Source: an optimization exercise on an open RTL-to-GDS flow (aim: small area). Production flows keep margins and buffers that such runs may drop.
The RTL was checked by simulation tests, not by an equivalence proof against the original design.
No activity file was given, so power comes from the tool's default toggle rates.

==> run H <==
==> flow/design.v <==
`default_nettype none
module mips_multicycle_core #(
    parameter logic [31:0] RESET_PC        = 32'h0000_0000,
    parameter bit          HALT_ON_ILLEGAL = 1'b1,
    parameter int unsigned WAIT_LIMIT      = 0
) (
    input  logic        clk,
    input  logic        rst_n,
    output logic        imem_req,
    output logic [31:0] imem_addr,
    input  logic [31:0] imem_rdata,
    input  logic        imem_ready,
    output logic        dmem_req,
    output logic        dmem_we,
    output logic [31:0] dmem_addr,
    output logic [31:0] dmem_wdata,
    input  logic [31:0] dmem_rdata,
    input  logic        dmem_ready,
    output logic [31:0] pc,
    output logic        retire,
    output logic        halted
);
    localparam logic [5:0] OP_RTYPE = 6'h00;
    localparam logic [5:0] OP_J     = 6'h02;
    localparam logic [5:0] OP_BEQ   = 6'h04;
    localparam logic [5:0] OP_BNE   = 6'h05;
    localparam logic [5:0] OP_ADDI  = 6'h08;
    localparam logic [5:0] OP_LW    = 6'h23;
    localparam logic [5:0] OP_SW    = 6'h2B;
    localparam logic [5:0] FN_ADD   = 6'h20;
    localparam logic [5:0] FN_SUB   = 6'h22;
    localparam logic [5:0] FN_AND   = 6'h24;
    localparam logic [5:0] FN_OR    = 6'h25;
    localparam logic [5:0] FN_SLT   = 6'h2A;
    typedef enum logic [3:0] {
        S_CLR   = 4'd0,
        S_FETCH = 4'd1,
        S_WAITX = 4'd2,
        S_X1    = 4'd3,
        S_X2    = 4'd4,
        S_X3    = 4'd5,
        S_FIX   = 4'd6,
        S_MEM   = 4'd7,
        S_WAITM = 4'd8,
        S_WB    = 4'd9,
        S_HALT  = 4'd10
    } state_t;
    state_t      state_q, state_d;
    logic [4:0]  cnt_q;
    logic [31:0] ir_q;
    logic [31:2] a_q;           
    logic [31:0] w_q;           
    logic [31:0] p_q;           
    logic        c_q;           
    logic        pc_c_q;        
    logic        eq_q, lt_q, mis_q;
    logic [31:0] rf_q [1:31];
    logic [5:0] op, funct;
    logic [4:0] rs, rt, rd;
    logic       is_r, is_j, is_br, is_bne, is_addi, is_lw, is_sw, legal;
    logic       f_sub, f_slt, f_and, f_or;
    assign op      = ir_q[31:26];
    assign funct   = ir_q[5:0];
    assign rs      = ir_q[25:21];
    assign rt      = ir_q[20:16];
    assign rd      = ir_q[15:11];
    assign is_r    = (op == OP_RTYPE);
    assign is_j    = (op == OP_J);
    assign is_br   = (op == OP_BEQ) || (op == OP_BNE);
    assign is_bne  = (op == OP_BNE);
    assign is_addi = (op == OP_ADDI);
    assign is_lw   = (op == OP_LW);
    assign is_sw   = (op == OP_SW);
    assign f_sub   = (funct == FN_SUB);
    assign f_slt   = (funct == FN_SLT);
    assign f_and   = (funct == FN_AND);
    assign f_or    = (funct == FN_OR);
    always_comb begin
        case (op)
            OP_RTYPE: legal = (funct == FN_ADD) || f_sub || f_and || f_or || f_slt;
            OP_J, OP_BEQ, OP_BNE, OP_ADDI, OP_LW, OP_SW: legal = 1'b1;
            default: legal = 1'b0;
        endcase
    end
    logic        first, last;
    logic [4:0]  rsel;
    logic        rbit;           
    logic [4:0]  iidx;
    logic        ibit;           
    assign first = (cnt_q == 5'd0);
    assign last  = (cnt_q == 5'd31);
    assign rsel = (state_q == S_X1 && !is_addi && !is_lw) ? rt : rs;
    always_comb begin
        rbit = 1'b0;
        for (int i = 1; i < 32; i++)
            if (rsel == 5'(i)) rbit = rf_q[i][0];
    end
    assign iidx = (state_q == S_X3 || is_j) ? cnt_q - 5'd2 : cnt_q;
    assign ibit = (!is_j && iidx >= 5'd16) ? ir_q[15] : ir_q[iidx];
    logic alu_b, alu_binv, alu_cin, alu_sum, alu_cout, alu_out;
    logic alu_isx2;
    assign alu_isx2 = (state_q == S_X2);
    assign alu_b    = alu_isx2 && is_r ? w_q[0] : ibit;
    assign alu_binv = alu_isx2 && is_r && (f_sub || f_slt);
    assign alu_cin  = first ? alu_binv : c_q;
    assign alu_sum  = rbit ^ (alu_b ^ alu_binv) ^ alu_cin;
    assign alu_cout = (rbit & (alu_b ^ alu_binv)) | (alu_cin & (rbit ^ alu_b ^ alu_binv));
    always_comb begin
        if (!is_r)      alu_out = alu_sum;
        else if (f_and) alu_out = rbit & alu_b;
        else if (f_or)  alu_out = rbit | alu_b;
        else if (f_slt) alu_out = 1'b0;
        else            alu_out = alu_sum;
    end
    logic lt_now;
    assign lt_now = (rbit ^ w_q[0]) ? rbit : alu_sum;
    logic pc_add, pc_cin, pc_sum, pc_cout, pc_active;
    logic taken;
    assign taken   = eq_q ^ is_bne;
    assign pc_add  = (state_q == S_X3) && taken ? ibit : 1'b0;
    assign pc_cin  = (cnt_q == 5'd2) ? 1'b1 : pc_c_q;
    assign pc_sum  = a_q[2] ^ pc_add ^ pc_cin;
    assign pc_cout = (a_q[2] & pc_add) | (pc_cin & (a_q[2] ^ pc_add));
    assign pc_active = (cnt_q >= 5'd2);
    logic addr_pass;
    assign addr_pass = (state_q == S_X1 && is_lw) || (state_q == S_X2 && is_sw);
    logic mis_d;
    assign mis_d = first ? alu_sum : (mis_q | alu_sum);
    logic       rf_we, rf_wbit, clr;
    logic [4:0] rf_widx;
    logic       a_shift, a_in;
    logic       w_load, w_shift, w_in;
    logic       p_we;
    always_comb begin
        state_d  = state_q;
        retire   = 1'b0;
        clr      = 1'b0;
        rf_we    = 1'b0;
        rf_widx  = is_r ? rd : rt;
        rf_wbit  = alu_out;
        a_shift  = 1'b0;
        a_in     = pc_sum;
        w_load   = 1'b0;
        w_shift  = 1'b0;
        w_in     = rbit;
        p_we     = 1'b0;
        case (state_q)
            S_CLR: begin
                clr     = 1'b1;
                a_shift = pc_active;
                a_in    = RESET_PC[cnt_q];
                if (last) state_d = S_FETCH;
            end
            S_FETCH: begin
                if (imem_ready) state_d = S_WAITX;
            end
            S_WAITX: begin
                if (!legal)    state_d = S_HALT;
                else if (last) state_d = S_X1;
            end
            S_X1: begin
                if (is_addi || is_j) begin
                    retire  = first;
                    rf_we   = is_addi;
                    a_shift = pc_active;
                    a_in    = (is_j && cnt_q < 5'd28) ? ibit : pc_sum;
                    if (last) state_d = S_FETCH;
                end else if (is_lw) begin
                    retire  = (cnt_q == 5'd2);
                    a_shift = pc_active;
                    a_in    = alu_sum;
                    p_we    = 1'b1;
                    if (cnt_q == 5'd1 && mis_d) state_d = S_HALT;
                    else if (last)              state_d = S_MEM;
                end else begin
                    w_shift = 1'b1;
                    if (last) state_d = S_X2;
                end
            end
            S_X2: begin
                w_shift = 1'b1;
                w_in    = w_q[0];
                if (is_r) begin
                    retire  = first;
                    rf_we   = 1'b1;
                    a_shift = pc_active;
                    if (last) state_d = f_slt ? S_FIX : S_FETCH;
                end else if (is_sw) begin
                    retire  = (cnt_q == 5'd2);
                    a_shift = pc_active;
                    a_in    = alu_sum;
                    p_we    = 1'b1;
                    if (cnt_q == 5'd1 && mis_d) state_d = S_HALT;
                    else if (last)              state_d = S_MEM;
                end else begin
                    retire = first;
                    if (last) state_d = S_X3;
                end
            end
            S_X3: begin
                a_shift = pc_active;
                if (last) state_d = S_FETCH;
            end
            S_FIX: begin
                rf_we   = 1'b1;
                rf_wbit = lt_q;
                state_d = S_FETCH;
            end
            S_MEM: begin
                if (dmem_ready) begin
                    w_load  = is_lw;
                    state_d = S_WAITM;
                end
            end
            S_WAITM: begin
                if (last) state_d = S_WB;
            end
            S_WB: begin
                rf_we   = is_lw;
                rf_widx = rt;
                rf_wbit = w_q[0];
                w_shift = 1'b1;
                a_shift = pc_active;
                a_in    = p_q[0];
                if (last) state_d = S_FETCH;
            end
            default: state_d = S_HALT;
        endcase
    end
    assign imem_req   = (state_q == S_FETCH);
    assign imem_addr  = {a_q, 2'b00};
    assign dmem_req   = (state_q == S_MEM);
    assign dmem_we    = is_sw;
    assign dmem_addr  = {a_q, 2'b00};
    assign dmem_wdata = w_q;
    assign pc         = {a_q, 2'b00};
    assign halted     = (state_q == S_HALT);
    always_ff @(posedge clk or negedge rst_n) begin
        if (!rst_n) begin
            state_q <= S_CLR;
            cnt_q   <= 5'd0;
        end else begin
            state_q <= state_d;
            cnt_q   <= cnt_q + 5'd1;
        end
    end
    always_ff @(posedge clk) begin
        c_q    <= alu_cout;
        pc_c_q <= pc_cout;
        mis_q  <= mis_d;
        if (state_q == S_X2) eq_q <= (first ? 1'b1 : eq_q) & (rbit == w_q[0]);
        if (last) lt_q <= lt_now;
        if (state_q == S_FETCH && imem_ready) ir_q <= imem_rdata;
        if (a_shift) a_q <= {a_in, a_q[31:3]};
        if (w_load)       w_q <= dmem_rdata;
        else if (w_shift) w_q <= {w_in, w_q[31:1]};
        p_q <= {p_we ? pc_sum : p_q[0], p_q[31:1]};
    end
    for (genvar i = 1; i < 32; i++) begin : g_rf
        logic sel;
        assign sel = clr || (rf_we && rf_widx == 5'(i));
        always_ff @(posedge clk)
            rf_q[i] <= {sel ? (rf_wbit & !clr) : rf_q[i][0], rf_q[i][31:1]};
    end
endmodule
`default_nettype wire
==> flow/flow/run.sh <==
#!/bin/bash
# Standard layout, with port buffers of the smallest buffer cell and no CTS dummy loads.
set -euo pipefail
export BUFFER_PORTS_ARGS="-buffer_cell sky130_fd_sc_hd__buf_1"
export CTS_ARGS="-sink_clustering_enable -repair_clock_nets -dont_use_dummy_load"
bash standard.sh > standard_flow.log 2>&1
==> flow/standard.sh <==
#!/bin/bash
# synth_recipe.tcl (not shown) runs the flow's synth.tcl, then flattens the netlist and writes it again
# the make line also repeats each setting of config.mk as NAME=value (left out here)
make -C /OpenROAD-flow-scripts/flow DESIGN_CONFIG=/design/flow/config.mk WORK_HOME=/design/flow/orfs CLKGATE_MAP_FILE= SYNTH_SCRIPT=/design/flow/synth_recipe.tcl "${@:-finish}"
==> flow/config.mk <==
export PLATFORM = sky130hd
export DESIGN_NAME = mips_multicycle_core
export DESIGN_NICKNAME = mips_multicycle_core
export VERILOG_FILES = /design/flow/design.v
export SDC_FILE = /design/flow/constraint.sdc
export NUM_CORES = 4
export LEC_CHECK = 0
export ABC_AREA = 1
export CAP_MARGIN = 20
export CORE_MARGIN = 2
export CORE_UTILIZATION = 25
export PLACE_DENSITY = 0.4
export SLEW_MARGIN = 20
==> flow/constraint.sdc <==
create_clock -name core_clock -period 10.0 [get_ports {clk}]
set_input_delay 2.0000 -clock core_clock [delete_from_list [all_inputs] [get_ports {clk}]]
set_output_delay 2.0000 -clock core_clock [all_outputs]
set_load 0.01 [all_outputs]
==> run B: changes against run H <==
==> flow/run.sh (new file) <==
#!/bin/bash
# synth_recipe.tcl (not shown) runs the flow's synth.tcl, then flattens the netlist and writes it again
# the make line also repeats each setting of config.mk as NAME=value (left out here)
make -C /OpenROAD-flow-scripts/flow DESIGN_CONFIG=/design/flow/config.mk WORK_HOME=/design/flow/orfs CLKGATE_MAP_FILE= SYNTH_SCRIPT=/design/flow/synth_recipe.tcl finish
--- a/flow/config.mk
+++ b/flow/config.mk
@@ -7,3 +7,2 @@
 export LEC_CHECK = 0
-export ABC_AREA = 1
 export CAP_MARGIN = 20
removed: flow/flow/run.sh
removed: flow/standard.sh
==> notes.md <==
Between run H and run B, the lower die area is in run H (gap 1.4%, measured against run B).
Against run B, the sequential share of layout area of run H is higher by 5.2 points.
In final cell count, run B and run H hardly differ.
Of run H and run B, run H has the higher synthesized cell count (gap about 5%, measured against run B).
Of run H and run B, run B has the higher global-route usage (gap 0.61 points).
Against run B, the clock power of run H is lower by 15%.
In sequential cell count, run H and run B do not differ.
Clock skew: run H is lower than run B (0.012 ns).

separate check: timing with driven ports:
The flow's constraints put no driver on any port. The routed layouts listed below were extracted and timed again, unchanged, in two steps. Step 1 sets driving cells, clkbuf_16 on the clock port and buf_2 on the other inputs (assumed; they add their load-dependent delay and slew). Step 2 times the ports against the registers' clock, not the clock port: input delays grow and output delays shrink by t, the midpoint of the rising clock arrivals with the driver on. a / b / c = no drivers / after step 1 / after step 2; a / b = the first two.
run	t (ns)	setup WS [ns]	worst data-port slew with drivers (ns)
run H	0.690	4.591 / 4.591 / 4.591	0.07
run B	0.729	4.131 / 4.131 / 4.131	0.10
After both steps every run listed still meets setup and hold.
